This design comes from an exercise in tuning for small area and a short achievable clock period on the open sky130 flow, not from production work.
At most, simulation tests tie the RTL to the original design; equivalence was not proved.
No functional check of the RTL was part of run 1.
Power and IR drop assume default switching activity.

`flow/design.v`:
```
localparam int MMIO_WORDS = 16;
localparam logic [3:0] REG_CMD           = 4'd0;
localparam logic [3:0] REG_CAM0_CMD      = 4'd1;
localparam logic [3:0] REG_CAM1_CMD      = 4'd2;
localparam logic [3:0] REG_FRAME_BYTES0  = 4'd3;
localparam logic [3:0] REG_TRIBUF_ADDR0  = 4'd4;
localparam logic [3:0] REG_FRAME_BYTES1  = 4'd5;
localparam logic [3:0] REG_TRIBUF_ADDR1  = 4'd6;
localparam logic [3:0] REG_FRAME_BYTES2  = 4'd7;
localparam logic [3:0] REG_TRIBUF_ADDR2  = 4'd8;
localparam logic [3:0] REG_CAM0_RESP     = 4'd9;
localparam logic [3:0] REG_CAM0_RESP_CNT = 4'd10;
localparam logic [3:0] REG_CAM1_RESP     = 4'd11;
localparam logic [3:0] REG_CAM1_RESP_CNT = 4'd12;
localparam logic [3:0] REG_CAM_STATUS    = 4'd13;
localparam logic [3:0] REG_IRQ_EN        = 4'd14;
localparam logic [3:0] REG_IRQ_STAT      = 4'd15;
localparam logic [1:0] RESP_OKAY   = 2'b00;
localparam logic [1:0] RESP_SLVERR = 2'b10;
`timescale 1ns/1ns
module cam_port #(
    parameter int CAM_CREDITS = 2
) (
    input  logic        fclk,
    input  logic        rst_n,
    input  logic        wready,
    input  logic        push,
    input  logic [31:0] wdata,
    input  logic [17:0] cam_resp,
    input  logic        cam_resp_valid,
    output logic [31:0] cam_cmd,
    output logic        cam_cmd_valid,
    output logic [7:0]  status,
    output logic [17:0] last_resp,
    output logic [15:0] resp_cnt
);
    logic [31:0] ring [3];
    logic [1:0]  wp, rp;            
    logic [2:0]  fill;
    logic [3:0]  credits;
    logic        overflow;
    logic        full, accept, send, hload;
    logic [2:0]  fill_d;
    logic [3:0]  credits_d;
    function automatic logic [1:0] inc3(input logic [1:0] p);
        inc3 = (p == 2'd2) ? 2'd0 : p + 2'd1;
    endfunction
    assign full   = fill[2];
    assign accept = push && !full;
    assign send   = cam_cmd_valid;
    assign hload  = send ? (fill != 3'd1 || accept) : (fill == 3'd0 && accept);
    assign fill_d    = fill + 3'(accept) - 3'(send);
    assign credits_d = credits + 4'(cam_resp_valid) - 4'(send);
    always_ff @(posedge fclk) begin
        if (wready && (!full || send)) ring[wp] <= wdata;
        if (hload) cam_cmd <= ring[rp];
    end
    always_ff @(posedge fclk) begin
        if (!rst_n) begin
            wp            <= '0;
            rp            <= '0;
            fill          <= '0;
            credits       <= 4'(CAM_CREDITS);
            overflow      <= 1'b0;
            cam_cmd_valid <= 1'b0;
        end else begin
            if (accept) wp <= inc3(wp);
            if (hload) rp <= inc3(rp);
            fill          <= fill_d;
            credits       <= credits_d;
            cam_cmd_valid <= (fill_d != 3'd0) && (credits_d != 4'd0);
            if (push && full) overflow <= 1'b1;
        end
    end
    always_ff @(posedge fclk) begin
        if (!rst_n) begin
            last_resp <= '0;
            resp_cnt  <= '0;
        end else if (cam_resp_valid) begin
            last_resp <= cam_resp;
            resp_cnt  <= resp_cnt + 16'd1;
        end
    end
    assign status = {overflow, fill, credits};
endmodule
`timescale 1ns/1ns
module mmio_top #(
    parameter logic [31:0] MMIO_BASE   = 32'h7000_0000,
    parameter int          CAM_CREDITS = 2,
    parameter int          CMD_DEPTH   = 4
) (
    input  logic        fclk,
    input  logic        rst_n,
    input  logic [31:0] araddr,
    input  logic        arvalid,
    output logic        arready,
    output logic [31:0] rdata,
    output logic [1:0]  rresp,
    output logic        rvalid,
    input  logic        rready,
    input  logic [31:0] awaddr,
    input  logic        awvalid,
    output logic        awready,
    input  logic [31:0] wdata,
    input  logic [3:0]  wstrb,
    input  logic        wvalid,
    output logic        wready,
    output logic [1:0]  bresp,
    output logic        bvalid,
    input  logic        bready,
    output logic [31:0] frame_bytes0,
    output logic [31:0] frame_bytes1,
    output logic [31:0] frame_bytes2,
    output logic [31:0] tribuf_addr0,
    output logic [31:0] tribuf_addr1,
    output logic [31:0] tribuf_addr2,
    output logic [31:0] mmio_cmd,
    output logic        mmio_cmd_valid,
    output logic [31:0] cam0_cmd,
    output logic        cam0_cmd_valid,
    input  logic [17:0] cam0_resp,
    input  logic        cam0_resp_valid,
    output logic [31:0] cam1_cmd,
    output logic        cam1_cmd_valid,
    input  logic [17:0] cam1_resp,
    input  logic        cam1_resp_valid,
    output logic        irq
);
localparam int MMIO_WORDS = 16;
localparam logic [3:0] REG_CMD           = 4'd0;
localparam logic [3:0] REG_CAM0_CMD      = 4'd1;
localparam logic [3:0] REG_CAM1_CMD      = 4'd2;
localparam logic [3:0] REG_FRAME_BYTES0  = 4'd3;
localparam logic [3:0] REG_TRIBUF_ADDR0  = 4'd4;
localparam logic [3:0] REG_FRAME_BYTES1  = 4'd5;
localparam logic [3:0] REG_TRIBUF_ADDR1  = 4'd6;
localparam logic [3:0] REG_FRAME_BYTES2  = 4'd7;
localparam logic [3:0] REG_TRIBUF_ADDR2  = 4'd8;
localparam logic [3:0] REG_CAM0_RESP     = 4'd9;
localparam logic [3:0] REG_CAM0_RESP_CNT = 4'd10;
localparam logic [3:0] REG_CAM1_RESP     = 4'd11;
localparam logic [3:0] REG_CAM1_RESP_CNT = 4'd12;
localparam logic [3:0] REG_CAM_STATUS    = 4'd13;
localparam logic [3:0] REG_IRQ_EN        = 4'd14;
localparam logic [3:0] REG_IRQ_STAT      = 4'd15;
localparam logic [1:0] RESP_OKAY   = 2'b00;
localparam logic [1:0] RESP_SLVERR = 2'b10;
    function automatic logic addr_ok(input logic [31:0] addr);
        addr_ok = (addr[31:6] == MMIO_BASE[31:6]) && (addr[1:0] == 2'b00);
    endfunction
    logic       wr_bad_q;      
    logic [3:0] wr_idx_q;
    always_ff @(posedge fclk) begin
        if (!rst_n) begin
            awready <= 1'b1;
            wready  <= 1'b0;
            bvalid  <= 1'b0;
        end else begin
            if (awready && awvalid) begin
                awready <= 1'b0;
                wready  <= 1'b1;
            end
            if (wready && wvalid) begin
                wready <= 1'b0;
                bvalid <= 1'b1;
            end
            if (bvalid && bready) begin
                bvalid  <= 1'b0;
                awready <= 1'b1;
            end
        end
    end
    always_ff @(posedge fclk) begin
        if (awready) begin
            wr_idx_q <= awaddr[5:2];
            wr_bad_q <= !addr_ok(awaddr);
        end
    end
    assign bresp = {wr_bad_q, 1'b0};
    logic        wr_en;
    logic [15:0] we;
    assign wr_en = wready && wvalid && !wr_bad_q;
    always_comb begin
        for (int k = 0; k < 16; k++) we[k] = wr_en && (wr_idx_q == 4'(k));
    end
    logic [5:0][31:0] cfg;
    logic [1:0]  irq_en;
    logic [1:0]  irq_stat;
    logic        push0, push1;
    logic [31:0] wdata_r;
    assign wdata_r = wdata & {32{rst_n}};
    for (genvar i = 0; i < 6; i++) begin : g_cfg
        logic [31:0] word;
        always_ff @(posedge fclk) begin
            for (int b = 0; b < 4; b++) begin
                if (!rst_n || (we[3+i] && wstrb[b])) word[8*b +: 8] <= wdata_r[8*b +: 8];
            end
        end
        assign cfg[i] = word;
    end
    always_ff @(posedge fclk) begin
        if (we[REG_CMD]) mmio_cmd <= wdata;
    end
    logic [1:0] irq_en_d, irq_stat_d;
    always_comb begin
        irq_en_d = irq_en;
        if (we[REG_IRQ_EN] && wstrb[0]) irq_en_d = wdata[1:0];
        irq_stat_d = (irq_stat & ~((we[REG_IRQ_STAT] && wstrb[0]) ? wdata[1:0] : 2'b00))
                   | {cam1_resp_valid, cam0_resp_valid};
    end
    always_ff @(posedge fclk) begin
        if (!rst_n) begin
            irq_en         <= '0;
            irq_stat       <= '0;
            irq            <= 1'b0;
            mmio_cmd_valid <= 1'b0;
            push0          <= 1'b0;
            push1          <= 1'b0;
        end else begin
            mmio_cmd_valid <= we[REG_CMD];
            push0          <= we[REG_CAM0_CMD];
            push1          <= we[REG_CAM1_CMD];
            irq_en         <= irq_en_d;
            irq_stat       <= irq_stat_d;
            irq            <= |(irq_stat_d & irq_en_d);
        end
    end
    assign frame_bytes0 = cfg[0];
    assign tribuf_addr0 = cfg[1];
    assign frame_bytes1 = cfg[2];
    assign tribuf_addr1 = cfg[3];
    assign frame_bytes2 = cfg[4];
    assign tribuf_addr2 = cfg[5];
    logic [7:0]  status0, status1;
    logic [17:0] resp0, resp1;
    logic [15:0] cnt0, cnt1;
    cam_port #(.CAM_CREDITS(CAM_CREDITS)) u_cam0 (
        .fclk, .rst_n, .wready, .push(push0), .wdata,
        .cam_resp(cam0_resp), .cam_resp_valid(cam0_resp_valid),
        .cam_cmd(cam0_cmd), .cam_cmd_valid(cam0_cmd_valid),
        .status(status0), .last_resp(resp0), .resp_cnt(cnt0)
    );
    cam_port #(.CAM_CREDITS(CAM_CREDITS)) u_cam1 (
        .fclk, .rst_n, .wready, .push(push1), .wdata,
        .cam_resp(cam1_resp), .cam_resp_valid(cam1_resp_valid),
        .cam_cmd(cam1_cmd), .cam_cmd_valid(cam1_cmd_valid),
        .status(status1), .last_resp(resp1), .resp_cnt(cnt1)
    );
    logic [31:0] rd_mux;
    logic        rresp_bad;
    always_comb begin
        case (araddr[5:2])
            REG_FRAME_BYTES0:  rd_mux = frame_bytes0;
            REG_TRIBUF_ADDR0:  rd_mux = tribuf_addr0;
            REG_FRAME_BYTES1:  rd_mux = frame_bytes1;
            REG_TRIBUF_ADDR1:  rd_mux = tribuf_addr1;
            REG_FRAME_BYTES2:  rd_mux = frame_bytes2;
            REG_TRIBUF_ADDR2:  rd_mux = tribuf_addr2;
            REG_CAM0_RESP:     rd_mux = {14'd0, resp0};
            REG_CAM0_RESP_CNT: rd_mux = {16'd0, cnt0};
            REG_CAM1_RESP:     rd_mux = {14'd0, resp1};
            REG_CAM1_RESP_CNT: rd_mux = {16'd0, cnt1};
            REG_CAM_STATUS:    rd_mux = {16'd0, status1, status0};
            REG_IRQ_EN:        rd_mux = {30'd0, irq_en};
            REG_IRQ_STAT:      rd_mux = {30'd0, irq_stat};
            default:           rd_mux = '0;
        endcase
    end
    always_ff @(posedge fclk) begin
        if (!rst_n) begin
            rvalid  <= 1'b0;
            arready <= 1'b1;
        end else if (!rvalid) begin
            rvalid  <= arvalid;
            arready <= !arvalid;
        end else if (rready) begin
            rvalid  <= 1'b0;
            arready <= 1'b1;
        end
    end
    always_ff @(posedge fclk) begin
        if (!rvalid) begin
            rdata     <= addr_ok(araddr) ? rd_mux : 32'd0;
            rresp_bad <= !addr_ok(araddr);
        end
    end
    assign rresp = {rresp_bad, 1'b0};
endmodule
```
`flow/run.sh`:
```
#!/bin/bash
# synth_recipe.tcl (not shown) runs the flow's synth.tcl, then flattens the netlist and writes it again
# the make line also repeats each setting of config.mk as NAME=value (left out here)
make -C /OpenROAD-flow-scripts/flow DESIGN_CONFIG=/design/flow/config.mk WORK_HOME=/design/flow/orfs CLKGATE_MAP_FILE= SYNTH_SCRIPT=/design/flow/synth_recipe.tcl finish
```
`flow/config.mk`:
```
export PLATFORM = sky130hd
export DESIGN_NAME = mmio_top
export DESIGN_NICKNAME = mmio_top
export VERILOG_FILES = /design/flow/design.v
export SDC_FILE = /design/flow/constraint.sdc
export NUM_CORES = 4
export LEC_CHECK = 0
export CAP_MARGIN = 20
export CORE_MARGIN = 2
export CORE_UTILIZATION = 55
export SETUP_SLACK_MARGIN = 1.7
export SLEW_MARGIN = 20
```
`flow/constraint.sdc`:
```
create_clock -name core_clock -period 3.5 [get_ports {fclk}]
set_input_delay 0.7000 -clock core_clock [delete_from_list [all_inputs] [get_ports {fclk}]]
set_output_delay 0.7000 -clock core_clock [all_outputs]
set_load 0.01 [all_outputs]
```
==> summary.txt, run 1 <==
Run status
  • Outcome: complete, no violations

Floorplan
  • Count of boundary I/O pins: 478
  • Standard cell core area: 0.0441 mm2
  • Row Count: 77
  • X dimension of the die: 215 um
  • Starting Density: 55.5%
  • Die Outline Area: 0.0462 mm2
  • DIE HEIGHT: 215 um

Worst setup path
  • CP startpoint: g_cfg[1].word[18]
  • Buf+Inv Stages, Crit Path: 1
  • Max Fanout on Critical Path: 2
  • Chain of cells forming the critical path: buf_2
  • Kind of end point of the critical path: output port
  • Kind of cell with the highest combined delay on the critical path: flip-flops
  • Path type of the worst setup path: flip-flop to output port
  • CP Data Arrival Time: 1.35 ns
  • R2r startpoint: u_cam0.fill[0]
  • Required time at the endpoint of the critical path: 2.80 ns
  • Library cell contributing the largest single delay on the critical path: edfxtp_1
  • Critical path startpoint category: flip-flop
  • Critical path's largest stage delay: 0.52 ns

Clocking
  • Clock Root Buffer: clkbuf_16
  • Clock tree from TritonCTS: built
  • Clock-pin slew on the worst setup and hold paths: 0.06 ns
  • Clock latency reported for the late side of the worst-skew pair: 0.63 ns
  • Depth of the CTS H-tree: 2
  • Clock sinks: 625
  • Total CTS buffers: 61
  • CTS Hold Bufs: 0
  • CTS max path bufs: 3

Route
  • DR DRC count: 0
  • Vias: 18100
  • Detail-routed net length per standard cell: 28.0 um
  • Number of iterations in the first detailed-routing pass: 8
  • Routed wire length: 83.8 mm
  • Starting DRC count in detailed routing: 2137
  • Final antenna-violating net count: 0
  • Via density per instance: 6.06

Place
  • Placer's final routability congestion estimate: 0.967
  • Half-perimeter wire length after placement: 56.6 mm
  • Port bufs: 475
  • Placed cells: 2684

Yosys
  • Warnings, synthesis: 2
  • Main flop type after synthesis: edfxtp_1
  • Post-synth ARST share: 0%
  • Yosys cell types: 68
  • Synthesized area per cell: 14.7 um2
  • Post-Synthesis Cells: 1669
  • Sequential-to-total area share from yosys stat: 72.2%
  • Number of synthesized flops with an enable pin: 518
  • Flip-flop and latch count after synthesis: 625
  • Cell area after synthesis: 0.0245 mm2

Timing
  • Fmax: 0.487 GHz
  • Setup clock skew after layout: 0.0188 ns
  • Max-slew violation count: 0
  • Number of endpoints with negative hold slack in the final report: 0
  • Setup repair after global routing missed its margin: true
  • Headroom to the max-slew limit: 37.3%
  • Final setup fails: 0
  • Fin crit period: 2.05 ns
  • Pin slew with the least headroom to its limit: 0.936 ns
  • Portion of the clock cycle consumed by the worst path in the final layout: 58.7%
  • Setup total negative slack: 0 ns

Power
  • Net switching power: 5800 uW
  • Combinational share of power: 19.0%
  • Switching share of power: 27.8%
  • Power density cells: 618 mW/mm2
  • Highest ir drop seen on vdd: 0.552 mV
  • Total internal power: 15000 uW
  • Overall Power: 20800 uW
  • Relative contribution of the clock network to total power: 33.5%
  • Sequential power share: 47.5%
  • Leakage: 0.0125 uW

Finish
  • Leading cell types in the layout, fill and taps excluded: edfxtp_1, buf_2, buf_4
  • Count of nets after finishing: 2504
  • Fraction of layout instances using a drive strength above 1: 35.9%
  • # fillers: 2696
  • Growth of design area from synthesis to finish: 37.6%
  • Most frequent standard cell in the layout excluding fill and tap cells: edfxtp_1
  • Post-Layout Cell Count: 2992

Global routing
  • Antenna violations before repair: 14
  • Pin count of the biggest net entering global routing: 68
  • GR Util All Layers: 35.1%
  • Aggregate global routing overflow: 0
  • Wire length of the first global-routing pass: 118 mm
  • Vias in the first global route: 17800

Min path
  • HP Class: input pin to flip-flop
  • Startpoint of the lowest-slack hold path: rst_n

Job
  • Maximum Capacitance Violations: 0
path summary, 6_finish.rpt:
kind / slack [ns] / to / cells past startpoint
setup / recovery: 1.45 / tribuf_addr0[18] / 1
hold / removal: 0.42 / u_cam1.credits[1] / 2
hold reg to reg: 0.48 / u_cam1.overflow / 2
setup reg to reg: 1.48 / u_cam0.cam_cmd_valid / 9
what timing repair did:
action,4_1_cts,5_1_grt
gates cloned,6,3
gates resized for setup,1539,94
endpoints found under the setup margin,682,791
buffers inserted,121,56
pin swaps,47,33
power by group through the flow:
stage / registers, uW / clock network, uW / logic (uW)
finish: 9910 / 6980 / 3950
global route: 9980 / 7290 / 4230
CTS: 9890 / 7010 / 3730
detailed placement: 10000 / 0 / 3890
global placement: 10100 / 0 / 3800
floorplan: 9880 / 0 / 1770
cell type report:
type | count | area, um2 | area share [%]
diodes | 6 | 15.0 | 0.0445
repair buffers | 707 | 5740 | 17.0
clock buffers | 76 | 1620 | 4.82
inverters | 38 | 145 | 0.430
clock inverters | 40 | 507 | 1.50
multi-input cells | 908 | 7200 | 21.4
flip-flops and latches | 625 | 17700 | 52.6
well taps | 592 | 741 | 2.20
logic make-up after synthesis:
group,count (synthesis),synth area share [%]
and+or+nand+nor,408,8.50
adders and majority gates,18,1.04
AOI/OAI and AO/OA,304,8.51
DFF,625,72.2
other,1,0.0153
xor gates and xnor gates,28,1.00
muxes,147,6.24
buffers and inverters,138,2.46
metrics by stage:
stage / util (%) / setup slack, ns / area (um2) / hold WS, ns
6_report: 76.4 / 1.45 / 33700 / 0.424
5_1_grt: 76.4 / 1.40 / 33700 / 0.426
4_1_cts: 74.4 / 1.44 / 32800 / 0.394
3_5_place_dp: 69.0 / 0.340 / 30500 / 0.461
3_3_place_gp: 69.0 / 0.414 / 30500 / 0.448
2_1_floorplan: - / 1.24 / 25100 / 0.437
synthesized netlist by cell type (8+ instances only):
| cell | number | share of area [%] |
|---|---|---|
| a221oi_1 | 16 | 0.57 |
| nor4_1 | 12 | 0.31 |
| clkbuf_1 | 57 | 0.87 |
| dfxtp_1 | 107 | 8.7 |
| and2_1 | 45 | 1.1 |
| and3_1 | 15 | 0.38 |
| nor2b_1 | 14 | 0.36 |
| buf_2 | 26 | 0.53 |
| ha_1 | 14 | 0.71 |
| a32oi_1 | 11 | 0.39 |
| mux2i_1 | 129 | 5.3 |
| nand4_1 | 15 | 0.38 |
| inv_1 | 35 | 0.54 |
| or3_1 | 11 | 0.28 |
| nand2_1 | 120 | 1.8 |
| edfxtp_1 | 518 | 63 |
| nand3_1 | 18 | 0.37 |
| xnor2_1 | 15 | 0.54 |
| a22oi_1 | 21 | 0.64 |
| a22o_1 | 41 | 1.5 |
| a21oi_1 | 36 | 0.74 |
| o21ai_0 | 101 | 2.1 |
| nor2_1 | 87 | 1.3 |
| mux2_2 | 14 | 0.64 |
| nor3_1 | 18 | 0.37 |
| nand3b_1 | 9 | 0.28 |
| or4_1 | 8 | 0.25 |
| a31oi_1 | 15 | 0.38 |
| xor2_1 | 13 | 0.46 |
state kept, by name (all words and copies together), names as in the netlist, 3 cells and up:
signal	flops
u_cam0.credits	4
u_cam0.cam_cmd	32
u_cam0.last_resp	18
u_cam0.resp_cnt	16
u_cam0.fill	3
u_cam1.credits	4
u_cam1.cam_cmd	32
mmio_cmd	32
u_cam1.ring	96
rdata	32
u_cam1.fill	3
wr_idx_q	4
u_cam1.last_resp	18
u_cam0.ring	96
u_cam1.resp_cnt	16
g_cfg.word	192
routing by layer:
layer	routed length, um	vias to the layer above	track usage [%]
li1	-	7714	-
met1	30900	9016	44.8
met2	40500	1175	57.2
met3	8100	221	7.86
met4	4160	14	17.3
met5	133	-	0
==> inputs of run 2 (changes only) <==
--- a/flow/design.v
+++ b/flow/design.v
@@ -51,4 +51,23 @@
     assign hload  = send ? (fill != 3'd1 || accept) : (fill == 3'd0 && accept);
-    assign fill_d    = fill + 3'(accept) - 3'(send);
-    assign credits_d = credits + 4'(cam_resp_valid) - 4'(send);
+    always_comb begin
+        case ({accept, send})
+            2'b10:   fill_d = fill + 3'd1;
+            2'b01:   fill_d = fill - 3'd1;
+            default: fill_d = fill;
+        endcase
+        case ({cam_resp_valid, send})
+            2'b10:   credits_d = credits + 4'd1;
+            2'b01:   credits_d = credits - 4'd1;
+            default: credits_d = credits;
+        endcase
+    end
+    logic fill_nz_d, cred_nz_d;
+    assign fill_nz_d = accept || fill[2] || fill[1] || (fill[0] && !send);
+    always_comb begin
+        case ({cam_resp_valid, send})
+            2'b10:   cred_nz_d = (credits != 4'd15);
+            2'b01:   cred_nz_d = (credits != 4'd1);
+            default: cred_nz_d = (credits != 4'd0);
+        endcase
+    end
     always_ff @(posedge fclk) begin
@@ -70,3 +89,3 @@
             credits       <= credits_d;
-            cam_cmd_valid <= (fill_d != 3'd0) && (credits_d != 4'd0);
+            cam_cmd_valid <= fill_nz_d && cred_nz_d;
             if (push && full) overflow <= 1'b1;
@@ -250,20 +269,21 @@
     logic        rresp_bad;
-    always_comb begin
-        case (araddr[5:2])
-            REG_FRAME_BYTES0:  rd_mux = frame_bytes0;
-            REG_TRIBUF_ADDR0:  rd_mux = tribuf_addr0;
-            REG_FRAME_BYTES1:  rd_mux = frame_bytes1;
-            REG_TRIBUF_ADDR1:  rd_mux = tribuf_addr1;
-            REG_FRAME_BYTES2:  rd_mux = frame_bytes2;
-            REG_TRIBUF_ADDR2:  rd_mux = tribuf_addr2;
-            REG_CAM0_RESP:     rd_mux = {14'd0, resp0};
-            REG_CAM0_RESP_CNT: rd_mux = {16'd0, cnt0};
-            REG_CAM1_RESP:     rd_mux = {14'd0, resp1};
-            REG_CAM1_RESP_CNT: rd_mux = {16'd0, cnt1};
-            REG_CAM_STATUS:    rd_mux = {16'd0, status1, status0};
-            REG_IRQ_EN:        rd_mux = {30'd0, irq_en};
-            REG_IRQ_STAT:      rd_mux = {30'd0, irq_stat};
-            default:           rd_mux = '0;
-        endcase
-    end
+    logic        ar_good;
+    logic [15:0] rsel;
+    assign ar_good = addr_ok(araddr);
+    always_comb begin
+        for (int k = 0; k < 16; k++) rsel[k] = ar_good && (araddr[5:2] == 4'(k));
+    end
+    assign rd_mux = ({32{rsel[REG_FRAME_BYTES0]}}  & frame_bytes0)
+                  | ({32{rsel[REG_TRIBUF_ADDR0]}}  & tribuf_addr0)
+                  | ({32{rsel[REG_FRAME_BYTES1]}}  & frame_bytes1)
+                  | ({32{rsel[REG_TRIBUF_ADDR1]}}  & tribuf_addr1)
+                  | ({32{rsel[REG_FRAME_BYTES2]}}  & frame_bytes2)
+                  | ({32{rsel[REG_TRIBUF_ADDR2]}}  & tribuf_addr2)
+                  | ({32{rsel[REG_CAM0_RESP]}}     & {14'd0, resp0})
+                  | ({32{rsel[REG_CAM0_RESP_CNT]}} & {16'd0, cnt0})
+                  | ({32{rsel[REG_CAM1_RESP]}}     & {14'd0, resp1})
+                  | ({32{rsel[REG_CAM1_RESP_CNT]}} & {16'd0, cnt1})
+                  | ({32{rsel[REG_CAM_STATUS]}}    & {16'd0, status1, status0})
+                  | ({32{rsel[REG_IRQ_EN]}}        & {30'd0, irq_en})
+                  | ({32{rsel[REG_IRQ_STAT]}}      & {30'd0, irq_stat});
     always_ff @(posedge fclk) begin
@@ -282,4 +302,4 @@
         if (!rvalid) begin
-            rdata     <= addr_ok(araddr) ? rd_mux : 32'd0;
-            rresp_bad <= !addr_ok(araddr);
+            rdata     <= rd_mux;
+            rresp_bad <= !ar_good;
         end
--- a/flow/config.mk
+++ b/flow/config.mk
@@ -10,3 +10,3 @@
 export CORE_UTILIZATION = 55
-export SETUP_SLACK_MARGIN = 1.7
+export SETUP_SLACK_MARGIN = 1.5
 export SLEW_MARGIN = 20
==> run 2 against run 1 <==
  * Still clean on timing, DRC and antenna
  * Via count fell by 4.6%
  * Global-route usage decreased by 0.80 points
  * Largest cell class unchanged
  * Die area decreased by 2.0%
  * Largest power group unchanged
  * Sequential share of layout area grew 1.7 points
==> summary.txt, run 2 <==
Run status
  • Outcome: complete, no violations (unchanged)

Floorplan
  • DIE HEIGHT: 213 um (was 215 um)
  • Standard cell core area: 0.0431 mm2 (was 0.0441 mm2)
  • Starting Density: 55.7% (was 55.5%)
  • Count of boundary I/O pins: 478 (unchanged)
  • Die Outline Area: 0.0453 mm2 (was 0.0462 mm2)
  • Row Count: 76 (was 77)
  • X dimension of the die: 213 um (was 215 um)

Worst setup path
  • Library cell contributing the largest single delay on the critical path: edfxtp_1 (unchanged)
  • Critical path's largest stage delay: 0.52 ns (about the same)
  • Chain of cells forming the critical path: buf_2 (unchanged)
  • Path type of the worst setup path: flip-flop to output port (unchanged)
  • Buf+Inv Stages, Crit Path: 1 (unchanged)
  • Kind of end point of the critical path: output port (unchanged)
  • Max Fanout on Critical Path: 2 (unchanged)
  • Kind of cell with the highest combined delay on the critical path: flip-flops (unchanged)
  • CP Data Arrival Time: 1.37 ns (was 1.35 ns)
  • Required time at the endpoint of the critical path: 2.80 ns (about the same)
  • Critical path startpoint category: flip-flop (unchanged)

Place
  • Placer's final routability congestion estimate: 0.952 (was 0.967)
  • Half-perimeter wire length after placement: 52.5 mm (was 56.6 mm)
  • Port bufs: 475 (unchanged)
  • Placed cells: 2652 (was 2684)
  • Setup slack at placement: 0.244 ns (was 0.340 ns)
  • Cell area reported after detailed placement: 0.0301 mm2 (was 0.0305 mm2)

Timing
  • Worst hold margin: 0.471 ns (was 0.424 ns)
  • Final setup fails: 0 (unchanged)
  • Headroom to the max-slew limit: 35.4% (was 37.3%)
  • Worst Slack Setup Final: 1.43 ns (was 1.45 ns)
  • Max-slew violation count: 0 (unchanged)
  • Portion of the clock cycle consumed by the worst path in the final layout: 59.3% (was 58.7%)
  • Pin slew with the least headroom to its limit: 0.944 ns (was 0.936 ns)
  • Fin crit period: 2.07 ns (was 2.05 ns)
  • Setup clock skew after layout: 0.0399 ns (was 0.0188 ns)
  • Number of endpoints with negative hold slack in the final report: 0 (unchanged)
  • Setup repair after global routing missed its margin: true (unchanged)
  • Fmax: 0.482 GHz (was 0.487 GHz)
  • Setup total negative slack: 0 ns (unchanged)

Route
  • Via density per instance: 5.92 (was 6.06)
  • Final antenna-violating net count: 0 (unchanged)
  • Starting DRC count in detailed routing: 2244 (was 2137)
  • Routed wire length: 78.7 mm (was 83.8 mm)
  • Detail-routed net length per standard cell: 26.9 um (was 28.0 um)
  • Vias: 17300 (was 18100)
  • Number of iterations in the first detailed-routing pass: 7 (was 8)
  • DR DRC count: 0 (unchanged)

Yosys
  • Area share of the leading cell type in the synthesized netlist: 64.8% (was 63.5%)
  • Largest cells by area after synthesis: edfxtp_1, dfxtp_1, mux2i_1, a22oi_1, o21ai_0 (was edfxtp_1, dfxtp_1, mux2i_1, o21ai_0, nand2_1)
  • Post-Synthesis Cells: 1605 (was 1669)
  • Ranking of synthesized cells by instance count: edfxtp_1, mux2i_1, dfxtp_1, nor2_1, nand2_1 (was edfxtp_1, mux2i_1, nand2_1)
  • Yosys cell types: 59 (was 68)
  • Post-synth ARST share: 0% (unchanged)
  • Number of synthesized flops with an enable pin: 518 (unchanged)
  • Xor-xnor portion of the synthesized cell area: 1.28% (was 1.00%)
  • Most frequently used cell type in the post-synthesis netlist: edfxtp_1 (unchanged)
  • Multiplexer fraction of the synthesized cell area: 5.63% (was 6.24%)
  • Area share of and/or/nand/nor cells after synthesis: 9.01% (was 8.50%)
  • Compound-cell area share of the yosys netlist: 7.14% (was 8.51%)
  • Combinational family with the most area after synthesis: simple AND/OR/NAND/NOR gates (was compound AO/OA/AOI/OAI gates)
  • Flip-flop and latch count after synthesis: 625 (unchanged)
  • Cell area after synthesis: 0.0240 mm2 (was 0.0245 mm2)
  • Sequential-to-total area share from yosys stat: 73.8% (was 72.2%)
  • Synthesized area per cell: 14.9 um2 (was 14.7 um2)
  • Main flop type after synthesis: edfxtp_1 (unchanged)
  • Fraction of the mapped netlist area in adder cells: 1.15% (was 1.04%)
  • Cell accounting for the most synthesized area: edfxtp_1 (unchanged)
  • Warnings, synthesis: 2 (unchanged)

Power
  • Net switching power: 3780 uW (was 5800 uW)
  • Sequential power share: 52.4% (was 47.5%)
  • Highest ir drop seen on vdd: 0.483 mV (was 0.552 mV)
  • Combinational share of power: 7.6% (was 19.0%)
  • Relative contribution of the clock network to total power: 40.0% (was 33.5%)
  • Power density cells: 503 mW/mm2 (was 618 mW/mm2)
  • Leakage: 0.0121 uW (was 0.0125 uW)
  • Total internal power: 12700 uW (was 15000 uW)
  • Switching share of power: 23.0% (was 27.8%)

Clocking
  • Clock sinks: 625 (unchanged)
  • Depth of the CTS H-tree: 2 (unchanged)
  • Clock-pin slew on the worst setup and hold paths: 0.06 ns (about the same)
  • CTS Hold Bufs: 0 (unchanged)
  • Clock tree from TritonCTS: built (unchanged)
  • CTS max path bufs: 3 (unchanged)
  • Total CTS buffers: 60 (was 61)
  • Clock latency reported for the late side of the worst-skew pair: 0.65 ns (was 0.63 ns)
  • Clock Root Buffer: clkbuf_16 (unchanged)

Min path
  • HP Class: flip-flop to flip-flop (was input pin to flip-flop)

Finish
  • Count of nets after finishing: 2457 (was 2504)
  • Max FFs per register: 192 (unchanged)
  • Leading cell types in the layout, fill and taps excluded: edfxtp_1, buf_2, buf_4 (unchanged)
  • Register with the highest flop count: g_cfg.word (unchanged)
  • Largest registers: g_cfg.word x192, u_cam0.ring x96, u_cam1.ring x96 (unchanged)
  • Fraction of layout instances using a drive strength above 1: 31.6% (was 35.9%)
  • Growth of design area from synthesis to finish: 36.1% (was 37.6%)
  • Most frequent standard cell in the layout excluding fill and tap cells: edfxtp_1 (unchanged)
  • Finished layout cell area: 0.0326 mm2 (was 0.0337 mm2)
  • Post-Layout Cell Count: 2925 (was 2992)

Global routing
  • Wire length of the first global-routing pass: 111 mm (was 118 mm)
  • Antenna violations before repair: 2 (was 14)
  • Aggregate global routing overflow: 0 (unchanged)
  • Pin count of the biggest net entering global routing: 68 (unchanged)
  • Vias in the first global route: 16800 (was 17800)
  • GR Util All Layers: 34.3% (was 35.1%)

Job
  • Maximum Capacitance Violations: 0 (unchanged)
run 2: changes by cell type after synthesis, moves of 12 or more:
cell / before / now
nand3_1: 18 / 39
mux2i_1: 129 / 117
a22oi_1: 21 / 80
a22o_1: 41 / 10
a222oi_1: 2 / 18
nor2_1: 87 / 107
nand2_1: 120 / 106
a221oi_1: 16 / 3
a31oi_1: 15 / 0
run 2: kinds of logic after synthesis:
group / Yosys count
flops: 625
simple gates: 418
mux: 131
other cells: 1
compound gates: 260
fa+ha+maj: 22
xor+xnor: 35
buf+inv: 113
run 2: power by group through the flow:
stage / Sequential (uW) / Clock, uW / Combinational [uW]
floorplan: 8770 / 0 / 323
global placement: 8780 / 0 / 1240
detailed placement: 8780 / 0 / 1260
CTS: 8600 / 6610 / 1230
global route: 8630 / 6920 / 1320
finish: 8610 / 6570 / 1250
run 2: worst reg2reg max path: stages, from the launching register on:
cell and delay, ns:
edfxtp_1 0.50, nor2b_1 0.42, nand2_1 0.32, o21ai_1 0.21, buf_4 0.21
run 2: what timing repair did:
| item | 4_1_cts | 5_1_grt |
|---|---|---|
| endpoints found under the setup margin | 711 | 456 |
| pin swaps | 33 | 35 |
| gates cloned | 13 | 1 |
| setup buffers | 120 | 27 |
| resized for setup | 1178 | 175 |
run 2: final timing paths:
| check | end | start | slack [ns] | depth (start not counted) |
|---|---|---|---|---|
| worst min-delay path | arready | arready | 0.47 | 2 |
| worst max-delay path | tribuf_addr0[16] | g_cfg[1].word[16] | 1.43 | 1 |
| worst max register to register | g_cfg[3].word[4] | wr_idx_q[3] | 1.51 | 4 |
| worst min register to register | arready | arready | 0.47 | 2 |
run 2: cell type report:
| cell class | count | area (um2) |
|---|---|---|
| clock buffers | 80 | 1620 |
| diodes | 1 | 2.50 |
| repair buffers | 702 | 5660 |
| well taps | 585 | 732 |
| fillers | 2775 | 10400 |
| flip-flops and latches | 625 | 17700 |
| inverters | 32 | 120 |
| clock inverters | 31 | 394 |
| multi-input cells | 869 | 6400 |
run 2: routing by layer:
| metal | part of all wire [%] | track usage, % |
|---|---|---|
| met2 | 49 | 56.3 |
| met5 | 0 | 0 |
| met1 | 37 | 44.5 |
| met4 | 5.6 | 16.5 |
| met3 | 9.1 | 6.21 |
run 2: metrics by stage:
stage	util, %	power (uW)
finish	75.8	16400
detailed placement	69.8	10000
global placement	69.8	10000
global route	75.8	16900
floorplan	-	9100
CTS	76.0	16400
==> inputs of run 3 (changes only) <==
--- a/flow/config.mk
+++ b/flow/config.mk
@@ -10,2 +10,4 @@
 export CORE_UTILIZATION = 55
+export CTS_CLUSTER_DIAMETER = 60
+export CTS_CLUSTER_SIZE = 25
 export SETUP_SLACK_MARGIN = 1.5
==> run 3 against run 2 <==
  * Clock power is 24% lower
  * Design area is 0.66% lower
  * Clock-buffer cell count is 36 lower
  * Final cell count is 1.7% lower
  * Sequential share of layout area is 0.35 points higher
  * Largest cell class unchanged
==> summary.txt, run 3 <==
Place
  • Port bufs: 475 (unchanged)
  • Placer's final routability congestion estimate: 0.952 (unchanged)
  • Cell area reported after detailed placement: 0.0301 mm2 (unchanged)
  • Half-perimeter wire length after placement: 52.5 mm (unchanged)
  • Setup slack at placement: 0.244 ns (unchanged)

Timing
  • Fmax: 0.494 GHz (was 0.482 GHz)
  • Pin slew with the least headroom to its limit: 0.915 ns (was 0.944 ns)
  • Worst Slack Setup Final: 1.48 ns (was 1.43 ns)
  • Portion of the clock cycle consumed by the worst path in the final layout: 57.8% (was 59.3%)
  • Setup repair after global routing missed its margin: true (unchanged)
  • Headroom to the max-slew limit: 37.4% (was 35.4%)
  • Final setup fails: 0 (unchanged)
  • Fin crit period: 2.02 ns (was 2.07 ns)
  • Max-slew violation count: 0 (unchanged)
  • Number of endpoints with negative hold slack in the final report: 0 (unchanged)
  • Setup clock skew after layout: 0.0219 ns (was 0.0399 ns)
  • Worst hold margin: 0.456 ns (was 0.471 ns)
  • Setup total negative slack: 0 ns (unchanged)

Floorplan
  • Starting Density: 55.7% (unchanged)
  • Die Outline Area: 0.0453 mm2 (unchanged)
  • Standard cell core area: 0.0431 mm2 (unchanged)
  • DIE HEIGHT: 213 um (unchanged)
  • Row Count: 76 (unchanged)
  • Count of boundary I/O pins: 478 (unchanged)
  • X dimension of the die: 213 um (unchanged)

Yosys
  • Area share of the leading cell type in the synthesized netlist: 64.8% (unchanged)
  • Largest cells by area after synthesis: edfxtp_1, dfxtp_1, mux2i_1, a22oi_1, o21ai_0 (unchanged)
  • Flip-flop and latch count after synthesis: 625 (unchanged)
  • Most frequently used cell type in the post-synthesis netlist: edfxtp_1 (unchanged)
  • Warnings, synthesis: 2 (unchanged)
  • Post-Synthesis Cells: 1605 (unchanged)
  • Post-synth ARST share: 0% (unchanged)
  • Main flop type after synthesis: edfxtp_1 (unchanged)
  • Cell area after synthesis: 0.0240 mm2 (unchanged)
  • Sequential-to-total area share from yosys stat: 73.8% (unchanged)
  • Synthesized area per cell: 14.9 um2 (unchanged)
  • Number of synthesized flops with an enable pin: 518 (unchanged)
  • Ranking of synthesized cells by instance count: edfxtp_1, mux2i_1, dfxtp_1, nor2_1, nand2_1 (unchanged)
  • Cell accounting for the most synthesized area: edfxtp_1 (unchanged)
  • Yosys cell types: 59 (unchanged)

Route
  • Met1 Wirelength: 29.4 mm (was 28.9 mm)
  • Number of iterations in the first detailed-routing pass: 7 (unchanged)
  • DR DRC count: 0 (unchanged)
  • Starting DRC count in detailed routing: 2134 (was 2244)
  • Vias: 17100 (was 17300)
  • Detail Route met3 WL: 6.37 mm (was 7.17 mm)
  • Highest routed layer: met4 (unchanged)
  • Via density per instance: 5.95 (was 5.92)
  • Detail-routed net length per standard cell: 27.0 um (was 26.9 um)
  • Final antenna-violating net count: 0 (unchanged)
  • Met2 Routed Length: 37.4 mm (was 38.2 mm)
  • Routed wire length: 77.6 mm (was 78.7 mm)

Finish
  • Finished layout cell area: 0.0324 mm2 (was 0.0326 mm2)
  • Area used by multi-input combinational logic: 0.00637 mm2 (was 0.00640 mm2)
  • Most frequent standard cell in the layout excluding fill and tap cells: edfxtp_1 (unchanged)
  • Register with the highest flop count: g_cfg.word (unchanged)
  • Leading cell types in the layout, fill and taps excluded: edfxtp_1, buf_4, mux2i_1 (was edfxtp_1, buf_2, buf_4)
  • Sequential Area: 0.0177 mm2 (about the same)
  • Largest registers: g_cfg.word x192, u_cam0.ring x96, u_cam1.ring x96 (unchanged)
  • Max FFs per register: 192 (unchanged)
  • # fillers: 2783 (was 2775)
  • Fraction of layout instances using a drive strength above 1: 24.4% (was 31.6%)
  • Count of nets after finishing: 2428 (was 2457)
  • Growth of design area from synthesis to finish: 35.2% (was 36.1%)

Worst setup path
  • CP Data Arrival Time: 2.51 ns (was 1.37 ns)
  • Required time at the endpoint of the critical path: 3.98 ns (was 2.80 ns)
  • Path type of the worst setup path: input pin to flip-flop (was flip-flop to output port)
  • Kind of end point of the critical path: flip-flop (was output port)
  • Critical path startpoint category: input pin (was flip-flop)
  • Max Fanout on Critical Path: 2 (unchanged)

Global routing
  • Antenna violations before repair: 2 (unchanged)
  • Vias in the first global route: 16500 (was 16800)
  • Aggregate global routing overflow: 0 (unchanged)
  • GR Util All Layers: 33.7% (was 34.3%)
  • Wire length of the first global-routing pass: 109 mm (was 111 mm)
  • Pin count of the biggest net entering global routing: 68 (unchanged)

Job
  • Maximum Capacitance Violations: 0 (unchanged)

Min path
  • HP Class: flip-flop to flip-flop (unchanged)

Clocking
  • Clock Root Buffer: clkbuf_16 (unchanged)
  • Clock tree from TritonCTS: built (unchanged)
  • Total CTS buffers: 39 (was 60)
  • Clock sinks: 625 (unchanged)
  • Clock latency reported for the late side of the worst-skew pair: 0.59 ns (was 0.65 ns)
  • Clock-pin slew on the worst setup and hold paths: 0.08 ns (was 0.06 ns)
  • Depth of the CTS H-tree: 2 (unchanged)
  • CTS max path bufs: 3 (unchanged)

Power
  • Power density cells: 460 mW/mm2 (was 503 mW/mm2)
  • Leakage: 0.0118 uW (was 0.0121 uW)
  • Highest ir drop seen on vdd: 0.360 mV (was 0.483 mV)

Run status
  • Outcome: complete, no violations (unchanged)
==> run 3: cell types whose count changed in the layout (fill, tap and decap cells not counted), sizes merged <==
cell,change
bufbuf,-3
inv,+7
clkinv,-11
diode,+1
clkdlybuf4s15,+77
dlygate4sd2,+78
clkinvlp,+1
clkbuf,-63
buf,-133
bufinv,-4
==> run 3: per-stage QoR <==
stage / std cells / total power (uW) / util (%)
after floorplan: 1606 / 9100 / -
after global placement: 2652 / 10000 / 69.8
after detailed placement: 2652 / 10000 / 69.8
after CTS: 2843 / 14900 / 75.2
after global routing: 2874 / 15300 / 75.3
final: 2875 / 14900 / 75.3
==> run 3: cells by family after synthesis <==
| logic type | synth area share [%] |
|---|---|
| flops | 73.8 |
| simple gates | 9.01 |
| compound gates | 7.14 |
| mux | 5.63 |
| buf+inv | 2.02 |
| xor+xnor | 1.28 |
| fa+ha+maj | 1.15 |
| other cells | 0.0156 |
==> run 3: final cells by class <==
cell class                      instances  area share [%]
Sequential cell                       625            54.6
Clock inverter                         24           0.860
Clock buffer                           44            3.20
Multi-Input combinational cell        869            19.7
Inverter                               32           0.370
Timing Repair Buffer                  694            19.0
Antenna cell                            2          0.0154
Tap cell                              585            2.26
==> run 3: repair_timing <==
item                       4_1_cts  5_1_grt
gates cloned                    10        2
setup buffers                  113       28
setup endpoints to repair      712      319
pin swaps                       39       23
hold buffers                     0        0
resized for setup              849      136
==> run 3: worst max-delay path: stages <==
cell and delay, ns:
clkdlybuf4s50_1 0.59, nand3_2 0.16, nor3_4 0.31, mux2i_1 0.23, nand2b_1 0.21, o32ai_4 0.14
buf_4 0.16
==> run 3: metal layers <==
layer,global-route usage (%),vias to the layer above
met2,55.6,983
met1,43.5,8435
met4,17.2,0
met5,0,-
li1,-,7439
met3,5.56,236
==> run 3: final timing paths <==
| kind | start | endpoint | slack, ns | cells past startpoint |
|---|---|---|---|---|
| worst max register to register | wr_idx_q[3] | g_cfg[2].word[28] | 1.50 | 4 |
| worst max-delay path | wstrb[0] | irq | 1.48 | 7 |
| worst min-delay path | arready | arready | 0.46 | 2 |
| worst min register to register | arready | arready | 0.46 | 2 |
==> run 3: where the power goes <==
part | internal (uW) | switching [uW]
clock network | 2400 | 2620
logic | 593 | 695
registers | 8360 | 241
total | 11400 | 3550
==> inputs of run 4 (changes only) <==
--- a/flow/config.mk
+++ b/flow/config.mk
@@ -9,6 +9,6 @@
 export CORE_MARGIN = 2
-export CORE_UTILIZATION = 55
+export CORE_UTILIZATION = 65
 export CTS_CLUSTER_DIAMETER = 60
 export CTS_CLUSTER_SIZE = 25
-export SETUP_SLACK_MARGIN = 1.5
+export SETUP_SLACK_MARGIN = 1.3
 export SLEW_MARGIN = 20
==> run 4 against run 3 <==
  * Clock-buffer cell count decreased by 1
  * First-iteration DRC count increased by 30%
  * Maximum frequency is 9.3% lower
  * Combinational power is 7% lower
  * Final cell count shrank 7.7%
  * Critical path depth increased by 3
  * Sequential share of layout area rose by 1.3 points
  * Clock power hardly changed
  * Synthesized cell count stayed put
  * Die area down 15%
  * Critical path type unchanged
  * Largest cell class unchanged
  * Highest routed layer is now met5
==> summary.txt, run 4 <==
Run status
  • Outcome: complete, no violations (unchanged)

Floorplan
  • DIE HEIGHT: 196 um (was 213 um)
  • X dimension of the die: 196 um (was 213 um)
  • Count of boundary I/O pins: 478 (unchanged)
  • Standard cell core area: 0.0365 mm2 (was 0.0431 mm2)
  • Row Count: 70 (was 76)
  • Die Outline Area: 0.0385 mm2 (was 0.0453 mm2)
  • Starting Density: 65.7% (was 55.7%)

Power
  • Leakage: 0.0118 uW (about the same)
  • Switching share of power: 23.4% (was 23.8%)
  • Relative contribution of the clock network to total power: 33.9% (was 33.6%)
  • Sequential power share: 58.0% (was 57.7%)
  • Total internal power: 11400 uW (about the same)
  • Power density cells: 469 mW/mm2 (was 460 mW/mm2)
  • Combinational share of power: 8.1% (was 8.6%)
  • Highest ir drop seen on vdd: 0.431 mV (was 0.360 mV)
  • Net switching power: 3470 uW (was 3550 uW)

Job
  • Maximum Capacitance Violations: 0 (unchanged)

Timing
  • Setup clock skew after layout: 0.0293 ns (was 0.0219 ns)
  • Number of endpoints with negative hold slack in the final report: 0 (unchanged)
  • Worst hold margin: 0.453 ns (was 0.456 ns)
  • Max-slew violation count: 0 (unchanged)
  • Final setup fails: 0 (unchanged)
  • Portion of the clock cycle consumed by the worst path in the final layout: 63.7% (was 57.8%)
  • Headroom to the max-slew limit: 30.0% (was 37.4%)
  • Fin crit period: 2.23 ns (was 2.02 ns)
  • Fmax: 0.448 GHz (was 0.494 GHz)
  • Pin slew with the least headroom to its limit: 1.05 ns (was 0.915 ns)
  • Setup repair after global routing missed its margin: true (unchanged)
  • Setup total negative slack: 0 ns (unchanged)

Finish
  • # fillers: 1655 (was 2783)
  • Leading cell types in the layout, fill and taps excluded: edfxtp_1, clkdlybuf4s50_1, dlygate4sd2_1 (was edfxtp_1, buf_4, mux2i_1)
  • Sequential Area: 0.0177 mm2 (about the same)
  • Area used by multi-input combinational logic: 0.00613 mm2 (was 0.00637 mm2)
  • Largest registers: g_cfg.word x192, u_cam0.ring x96, u_cam1.ring x96 (unchanged)
  • Count of nets after finishing: 2323 (was 2428)
  • Register with the highest flop count: g_cfg.word (unchanged)
  • Most frequent standard cell in the layout excluding fill and tap cells: edfxtp_1 (unchanged)
  • Growth of design area from synthesis to finish: 31.9% (was 35.2%)
  • Fraction of layout instances using a drive strength above 1: 12.1% (was 24.4%)
  • Max FFs per register: 192 (unchanged)

Place
  • Port bufs: 475 (unchanged)
  • Half-perimeter wire length after placement: 52.7 mm (was 52.5 mm)
  • Placer's final routability congestion estimate: 0.967 (was 0.952)

Global routing
  • Antenna violations before repair: 6 (was 2)
  • Aggregate global routing overflow: 0 (unchanged)
  • Wire length of the first global-routing pass: 111 mm (was 109 mm)
  • Pin count of the biggest net entering global routing: 68 (unchanged)
  • Vias in the first global route: 17100 (was 16500)
  • GR Util All Layers: 39.8% (was 33.7%)

Clocking
  • Total CTS buffers: 37 (was 39)
  • CTS Hold Bufs: 0 (unchanged)
  • Depth of the CTS H-tree: 2 (unchanged)
  • Clock tree from TritonCTS: built (unchanged)
  • Clock latency reported for the late side of the worst-skew pair: 0.57 ns (was 0.59 ns)
  • Clock-pin slew on the worst setup and hold paths: 0.10 ns (was 0.08 ns)
  • Clock sinks: 625 (unchanged)
  • CTS max path bufs: 3 (unchanged)
  • Clock Root Buffer: clkbuf_16 (unchanged)

Worst setup path
  • Critical path's largest stage delay: 0.52 ns (was 0.59 ns)
  • Max Fanout on Critical Path: 8 (was 2)
  • Chain of cells forming the critical path: clkdlybuf4s15_1, buf_6, nand2b_4, or4_4, nor3_4, buf_12, buf_6, buf_6, a22oi_1, nand3_1 (was clkdlybuf4s50_1, nand3_2, nor3_4, mux2i_1, nand2b_1, o32ai_4, buf_4)
  • R2r startpoint: wr_bad_q (was wr_idx_q[3])
  • Library cell contributing the largest single delay on the critical path: or4_4 (was clkdlybuf4s50_1)
  • Kind of end point of the critical path: flip-flop (unchanged)
  • Kind of cell with the highest combined delay on the critical path: simple AND/OR/NAND/NOR gates (was buffers and inverters)
  • Buf+Inv Stages, Crit Path: 5 (was 2)
  • Critical path startpoint category: input pin (unchanged)
  • Path type of the worst setup path: input pin to flip-flop (unchanged)
  • CP startpoint: araddr[4] (was wstrb[0])
  • Required time at the endpoint of the critical path: 3.93 ns (was 3.98 ns)
  • CP most frequent cell: buf_6
  • CP Data Arrival Time: 2.66 ns (was 2.51 ns)

Route
  • Number of iterations in the first detailed-routing pass: 9 (was 7)
  • Starting DRC count in detailed routing: 2764 (was 2134)
  • Via density per instance: 6.62 (was 5.95)
  • Routed wire length: 78.2 mm (was 77.6 mm)
  • Final antenna-violating net count: 0 (unchanged)
  • Vias: 17600 (was 17100)
  • DR DRC count: 0 (unchanged)
  • Detail-routed net length per standard cell: 29.4 um (was 27.0 um)

Yosys
  • Yosys cell types: 59 (unchanged)
  • Warnings, synthesis: 2 (unchanged)
  • Largest cells by area after synthesis: edfxtp_1, dfxtp_1, mux2i_1, a22oi_1, o21ai_0 (unchanged)
  • Main flop type after synthesis: edfxtp_1 (unchanged)
  • Ranking of synthesized cells by instance count: edfxtp_1, mux2i_1, dfxtp_1, nor2_1, nand2_1 (unchanged)
  • Flip-flop and latch count after synthesis: 625 (unchanged)
  • Number of synthesized flops with an enable pin: 518 (unchanged)
  • Cell area after synthesis: 0.0240 mm2 (unchanged)
  • Cell accounting for the most synthesized area: edfxtp_1 (unchanged)
  • Sequential-to-total area share from yosys stat: 73.8% (unchanged)
  • Most frequently used cell type in the post-synthesis netlist: edfxtp_1 (unchanged)
  • Post-synth ARST share: 0% (unchanged)
  • Area share of the leading cell type in the synthesized netlist: 64.8% (unchanged)
  • Post-Synthesis Cells: 1605 (unchanged)
  • Synthesized area per cell: 14.9 um2 (unchanged)

Min path
  • HP Class: flip-flop to flip-flop (unchanged)
  • Startpoint of the lowest-slack hold path: arready (unchanged)
run 4: cell counts after synthesis:
Identical to the previous run, type by type.
run 4: final cells by class:
type	count	area share (%)
multi-input cells	870	19.4
well taps	468	1.85
diodes	3	0.0237
flip-flops and latches	625	55.9
repair buffers	590	18.2
clock buffers	43	3.20
clock inverters	24	0.976
inverters	32	0.379
run 4: power groups by stage:
stage,registers (uW),logic [uW],clock network [uW]
floorplan,8770,314,0
global placement,8760,1210,0
detailed placement,8760,1240,0
CTS,8590,1190,5010
global route,8630,1260,5250
finish,8610,1200,5040
run 4: tightest hold or removal path: cells and delay by family, from the launching register on:
| family | cells | cell delay, ns |
|---|---|---|
| AND/OR/NAND/NOR | 2 | 0.09 |
| flip-flops | 1 | 0.32 |
run 4: final timing paths:
path                             to  slack, ns  depth (start not counted)
setup / recovery           rdata[7]       1.27                         10
hold / removal              arready       0.45                          2
setup reg to reg  g_cfg[3].word[20]       1.30                          6
hold reg to reg             arready       0.45                          2
run 4: logic make-up after synthesis:
logic type	Yosys count	synth area share, %
compound gates	260	7.14
xor+xnor	35	1.28
fa+ha+maj	22	1.15
buf+inv	113	2.02
flops	625	73.8
mux	131	5.63
other cells	1	0.0156
simple gates	418	9.01
run 4: repair_timing:
action,4_1_cts,5_1_grt
cloned,5,3
endpoints found under the hold margin,0,0
setup endpoints to repair,280,258
pin swaps,18,15
buffers inserted,33,7
gates resized for setup,220,123
run 4: per-stage QoR:
stage	util (%)	total power (uW)	worst slack (ns)	instance area (um2)	cells
final	86.7	14900	1.27	31700	2655
after global placement	81.3	9970	0.233	29700	2537
after global routing	86.7	15100	1.25	31700	2654
after floorplan	-	9080	1.22	24100	1606
after detailed placement	81.3	10000	0.289	29700	2537
after CTS	85.7	14800	1.28	31300	2642
run 4: routing by layer:
metal / up-vias / part of all wire, % / global-route usage, % / wire length [um]
li1: 7228 / - / - / -
met1: 8462 / 34 / 51.8 / 26600
met2: 1570 / 47 / 64.2 / 36600
met3: 319 / 13 / 8.68 / 9900
met4: 6 / 6.3 / 19.9 / 4940
met5: - / 0.044 / 0 / 34
==> inputs of run 5 (changes only) <==
==> flow/flow/run.sh (new file) <==
#!/bin/bash
# Own flow: the standard layout (standard.sh), with a few ORFS variables changed after
# synthesis (see env.sh). Synthesis runs first with no change, exactly as the standard flow.
# Each tool's output goes to a log file in this folder.
set -euo pipefail
bash standard.sh synth > synth.log 2>&1
source flow/env.sh
bash standard.sh > layout.log 2>&1
==> flow/flow/env.sh (new file) <==
# Port buffers are plain buffers, not the delay cells buffer_ports would pick
export BUFFER_PORTS_ARGS="-buffer_cell sky130_fd_sc_hd__buf_1"
# Keep delay cells out of repair so port buffers are sized among real buffers
export DONT_USE_CELLS="sky130_fd_sc_hd__clkdlybuf4s15_1 sky130_fd_sc_hd__clkdlybuf4s15_2 sky130_fd_sc_hd__clkdlybuf4s18_1 sky130_fd_sc_hd__clkdlybuf4s18_2 sky130_fd_sc_hd__clkdlybuf4s25_1 sky130_fd_sc_hd__clkdlybuf4s25_2 sky130_fd_sc_hd__clkdlybuf4s50_1 sky130_fd_sc_hd__clkdlybuf4s50_2 sky130_fd_sc_hd__dlygate4sd1_1 sky130_fd_sc_hd__dlygate4sd2_1 sky130_fd_sc_hd__dlygate4sd3_1 sky130_fd_sc_hd__dlymetal6s2s_1 sky130_fd_sc_hd__dlymetal6s4s_1 sky130_fd_sc_hd__dlymetal6s6s_1"
# Clock tree without dummy loads
export CTS_ARGS="-sink_clustering_enable -repair_clock_nets -sink_clustering_size 25 -sink_clustering_max_diameter 60 -dont_use_dummy_load"
==> flow/standard.sh (new file) <==
#!/bin/bash
# synth_recipe.tcl (not shown) runs the flow's synth.tcl, then flattens the netlist and writes it again
# the make line also repeats each setting of config.mk as NAME=value (left out here)
make -C /OpenROAD-flow-scripts/flow DESIGN_CONFIG=/design/flow/config.mk WORK_HOME=/design/flow/orfs CLKGATE_MAP_FILE= SYNTH_SCRIPT=/design/flow/synth_recipe.tcl "${@:-finish}"
--- a/flow/config.mk
+++ b/flow/config.mk
@@ -10,5 +10,3 @@
 export CORE_UTILIZATION = 65
-export CTS_CLUSTER_DIAMETER = 60
-export CTS_CLUSTER_SIZE = 25
-export SETUP_SLACK_MARGIN = 1.3
+export SETUP_SLACK_MARGIN = 1.5
 export SLEW_MARGIN = 20
removed: flow/run.sh
==> run 5 against run 4 <==
  * Clock-buffer cell count down 6
  * First-iteration DRC count down 23%
  * Sequential cell count stayed put
  * Clock power decreased by 19%
  * Die area did not move
  * Global-route usage decreased by 3.7 points
  * Maximum frequency increased by 12%
  * Wire length shrank 9.8%
  * Utilization decreased by 9.1 points
  * Worst setup slack improved by 0.23 ns
  * Hold slack got worse by 0.14 ns
  * Critical endpoint is now g_cfg[3].word[11]
==> summary.txt, run 5 <==
Timing
  • Max-slew violation count: 0 (unchanged)
  • Fin crit period: 2.00 ns (was 2.23 ns)
  • Worst Slack Setup Final: 1.50 ns (was 1.27 ns)
  • Number of endpoints with negative hold slack in the final report: 0 (unchanged)
  • Setup total negative slack: 0 ns (unchanged)
  • Setup clock skew after layout: 0.0329 ns (was 0.0293 ns)
  • Setup repair after global routing missed its margin: true (unchanged)
  • Pin slew with the least headroom to its limit: 0.934 ns (was 1.05 ns)
  • Final setup fails: 0 (unchanged)
  • Headroom to the max-slew limit: 37.7% (was 30.0%)
  • Portion of the clock cycle consumed by the worst path in the final layout: 57.2% (was 63.7%)
  • Fmax: 0.500 GHz (was 0.448 GHz)

Global routing
  • Wire length of the first global-routing pass: 100 mm (was 111 mm)
  • Aggregate global routing overflow: 0 (unchanged)
  • GR Util All Layers: 36.1% (was 39.8%)
  • Antenna violations before repair: 4 (was 6)
  • Vias in the first global route: 15400 (was 17100)
  • Pin count of the biggest net entering global routing: 68 (unchanged)

Floorplan
  • Row Count: 70 (unchanged)
  • Count of boundary I/O pins: 478 (unchanged)
  • DIE HEIGHT: 196 um (unchanged)
  • Starting Density: 65.7% (unchanged)
  • Standard cell core area: 0.0365 mm2 (unchanged)
  • X dimension of the die: 196 um (unchanged)
  • Die Outline Area: 0.0385 mm2 (unchanged)

Worst setup path
  • Chain of cells forming the critical path: nand4b_1, nor2_1, nand2_1, o21ai_1, buf_4 (was clkdlybuf4s15_1, buf_6, nand2b_4, or4_4, nor3_4, buf_12, buf_6, buf_6, a22oi_1, nand3_1)
  • CP startpoint: wr_bad_q (was araddr[4])
  • R2r startpoint: wr_bad_q (unchanged)
  • Max Fanout on Critical Path: 8 (unchanged)
  • Library cell contributing the largest single delay on the critical path: edfxtp_1 (was or4_4)
  • Buf+Inv Stages, Crit Path: 1 (was 5)
  • Kind of cell with the highest combined delay on the critical path: simple AND/OR/NAND/NOR gates (unchanged)
  • Path type of the worst setup path: flip-flop to flip-flop (was input pin to flip-flop)
  • Critical path startpoint category: flip-flop (was input pin)
  • Required time at the endpoint of the critical path: 3.72 ns (was 3.93 ns)
  • Critical path's largest stage delay: 0.48 ns (was 0.52 ns)
  • CP Data Arrival Time: 2.23 ns (was 2.66 ns)
  • Kind of end point of the critical path: flip-flop (unchanged)

Power
  • Switching share of power: 22.5% (was 23.4%)
  • Combinational share of power: 6.8% (was 8.1%)
  • Power density cells: 480 mW/mm2 (was 469 mW/mm2)
  • Overall Power: 13600 uW (was 14900 uW)
  • Leakage: 0.00939 uW (was 0.0118 uW)
  • Net switching power: 3060 uW (was 3470 uW)
  • Highest ir drop seen on vdd: 0.421 mV (was 0.431 mV)
  • Sequential power share: 63.3% (was 58.0%)
  • Relative contribution of the clock network to total power: 29.9% (was 33.9%)
  • Total internal power: 10500 uW (was 11400 uW)

Yosys
  • Most frequently used cell type in the post-synthesis netlist: edfxtp_1 (unchanged)
  • Yosys cell types: 59 (unchanged)
  • Cell accounting for the most synthesized area: edfxtp_1 (unchanged)
  • Area share of the leading cell type in the synthesized netlist: 64.8% (unchanged)
  • Warnings, synthesis: 2 (unchanged)
  • Post-Synthesis Cells: 1605 (unchanged)
  • Largest cells by area after synthesis: edfxtp_1, dfxtp_1, mux2i_1, a22oi_1, o21ai_0 (unchanged)
  • Synthesized area per cell: 14.9 um2 (unchanged)
  • Ranking of synthesized cells by instance count: edfxtp_1, mux2i_1, dfxtp_1, nor2_1, nand2_1 (unchanged)
  • Post-synth ARST share: 0% (unchanged)
  • Sequential-to-total area share from yosys stat: 73.8% (unchanged)
  • Flip-flop and latch count after synthesis: 625 (unchanged)
  • Main flop type after synthesis: edfxtp_1 (unchanged)
  • Number of synthesized flops with an enable pin: 518 (unchanged)
  • Cell area after synthesis: 0.0240 mm2 (unchanged)

Route
  • Vias: 16600 (was 17600)
  • Number of iterations in the first detailed-routing pass: 7 (was 9)
  • Via density per instance: 6.39 (was 6.62)
  • Detail-routed net length per standard cell: 27.1 um (was 29.4 um)
  • Routed wire length: 70.5 mm (was 78.2 mm)
  • Final antenna-violating net count: 0 (unchanged)
  • Starting DRC count in detailed routing: 2135 (was 2764)
  • DR DRC count: 0 (unchanged)

Finish
  • Finished layout cell area: 0.0283 mm2 (was 0.0317 mm2)
  • Growth of design area from synthesis to finish: 18.0% (was 31.9%)
  • Largest registers: g_cfg.word x192, u_cam0.ring x96, u_cam1.ring x96 (unchanged)
  • Fraction of layout instances using a drive strength above 1: 11.0% (was 12.1%)
  • Most frequent standard cell in the layout excluding fill and tap cells: edfxtp_1 (unchanged)
  • Register with the highest flop count: g_cfg.word (unchanged)
  • Area used by multi-input combinational logic: 0.00628 mm2 (was 0.00613 mm2)
  • Count of nets after finishing: 2299 (was 2323)
  • Sequential Area: 0.0177 mm2 (about the same)
  • Leading cell types in the layout, fill and taps excluded: edfxtp_1, buf_1, mux2i_1 (was edfxtp_1, clkdlybuf4s50_1, dlygate4sd2_1)
  • Core utilization of the finished layout: 77.6% (was 86.7%)
  • # fillers: 2237 (was 1655)
  • Max FFs per register: 192 (unchanged)

Clocking
  • Clock Root Buffer: clkbuf_16 (unchanged)
  • Clock tree from TritonCTS: built (unchanged)
  • CTS max path bufs: 3 (unchanged)
  • Clock latency reported for the late side of the worst-skew pair: 0.55 ns (was 0.57 ns)
  • Clock sinks: 625 (unchanged)
  • CTS Hold Bufs: 0 (unchanged)
  • Depth of the CTS H-tree: 2 (unchanged)
  • Clock-pin slew on the worst setup and hold paths: 0.09 ns (was 0.10 ns)
  • Total CTS buffers: 37 (unchanged)

Place
  • Port bufs: 475 (unchanged)
  • Cell area reported after detailed placement: 0.0268 mm2 (was 0.0297 mm2)
  • Placer's final routability congestion estimate: 1.06 (was 0.967)
  • Half-perimeter wire length after placement: 50.4 mm (was 52.7 mm)
  • Setup slack at placement: 0.465 ns (was 0.289 ns)

Min path
  • Startpoint of the lowest-slack hold path: awaddr[2] (was arready)
  • HP Class: input pin to flip-flop (was flip-flop to flip-flop)

Run status
  • Outcome: complete, no violations (unchanged)

Job
  • Maximum Capacitance Violations: 0 (unchanged)
[run 5: cell types whose count changed in the layout (fill, tap and decap cells not counted), sizes merged]
cell and delta:
clkdlybuf4s15 -1, inv -11, dlygate4sd2 -165, dlymetal6s2s -64
bufinv -4, nor2 -2, clkbuf -9, buf +444
clkinv -9, clkdlybuf4s50 -232, bufbuf -1
[run 5: logic make-up after synthesis]
| kind of cell | after synthesis | share of synthesized area, % |
|---|---|---|
| fa+ha+maj | 22 | 1.15 |
| simple gates | 418 | 9.01 |
| mux | 131 | 5.63 |
| flops | 625 | 73.8 |
| other cells | 1 | 0.0156 |
| buf+inv | 113 | 2.02 |
| xor+xnor | 35 | 1.28 |
| compound gates | 260 | 7.14 |
[run 5: layout make-up]
| cell class | count | share of cell area [%] |
|---|---|---|
| multi-input combinational | 868 | 22.2 |
| antenna | 3 | 0.0265 |
| inverter | 32 | 0.424 |
| sequential | 625 | 62.5 |
| timing repair buffer | 568 | 9.51 |
| clock buffer | 37 | 3.27 |
| tap | 468 | 2.07 |
[run 5: per-stage QoR]
| step | std cells | hold WS, ns |
|---|---|---|
| global route | 2601 | 0.300 |
| CTS | 2578 | 0.307 |
| global placement | 2526 | 0.431 |
| detailed placement | 2526 | 0.438 |
| floorplan | 1606 | 0.431 |
| finish | 2601 | 0.317 |
[run 5: worst paths after layout]
check,end,slack (ns),cells past startpoint
worst max-delay path,g_cfg[3].word[11],1.50,5
worst min-delay path,wr_idx_q[0],0.32,1
worst max register to register,g_cfg[3].word[11],1.50,5
worst min register to register,arready,0.47,2
[run 5: power by group through the flow]
stage          sequential, uW  combinational, uW  clock [uW]
3_5_place_dp             8770                889           0
4_1_cts                  8600                902        4080
3_3_place_gp             8760                868           0
5_1_grt                  8630                993        4340
6_report                 8610                927        4070
2_1_floorplan            8770                323           0
[run 5: routing by layer]
layer  track usage, %  wire length, um  vias to the layer above
li1                 -                -                     7140
met1             48.9            25300                     8069
met4             15.7             3570                        2
met3             7.41             8570                      181
met5                0                9                        -
met2             57.7            33100                     1228
[run 5: timing repair]
action                                  4_1_cts  5_1_grt
gates resized for setup                      30       32
setup buffers                                15       18
endpoints found under the setup margin      178      267
pin swaps                                     5       12
cloned                                        0        2

[re-timing with driven ports]
How much do the figures lean on ideal ports? The routed layouts below were timed once more, with nothing changed but the port constraints.
Step 1: set_driving_cell puts a clkbuf_16 on fclk and a buf_2 on each other input, an assumption about the parent block.
Step 2 also shifts input and output timing later by t, the mid clock arrival at the registers, as if the neighbouring blocks saw the same clock.
Three values: no drivers, after step 1, after step 2; two values: the first two.
| run | t, ns | slack for setup (ns) | worst setup path after step 2 | worst slew at a driven data input, ns |
|---|---|---|---|---|
| run 1 | 0.682 | 1.447 / 1.386 / 0.836 | input to register | 0.09 |
| run 2 | 0.691 | 1.426 / 1.365 / 0.810 | input to register | 0.08 |
| run 3 | 0.644 | 1.476 / 1.422 / 0.830 | input to register | 0.08 |
| run 4 | 0.609 | 1.269 / 1.232 / 0.661 | input to register | 0.11 |
| run 5 | 0.585 | 1.499 / 1.476 / 0.962 | input to register | 0.14 |
After both steps setup and hold are still met in every run listed. For run 3, which loses most, drivers alone change the setup slack by -0.054 ns; drivers and shift together by -0.646 ns.
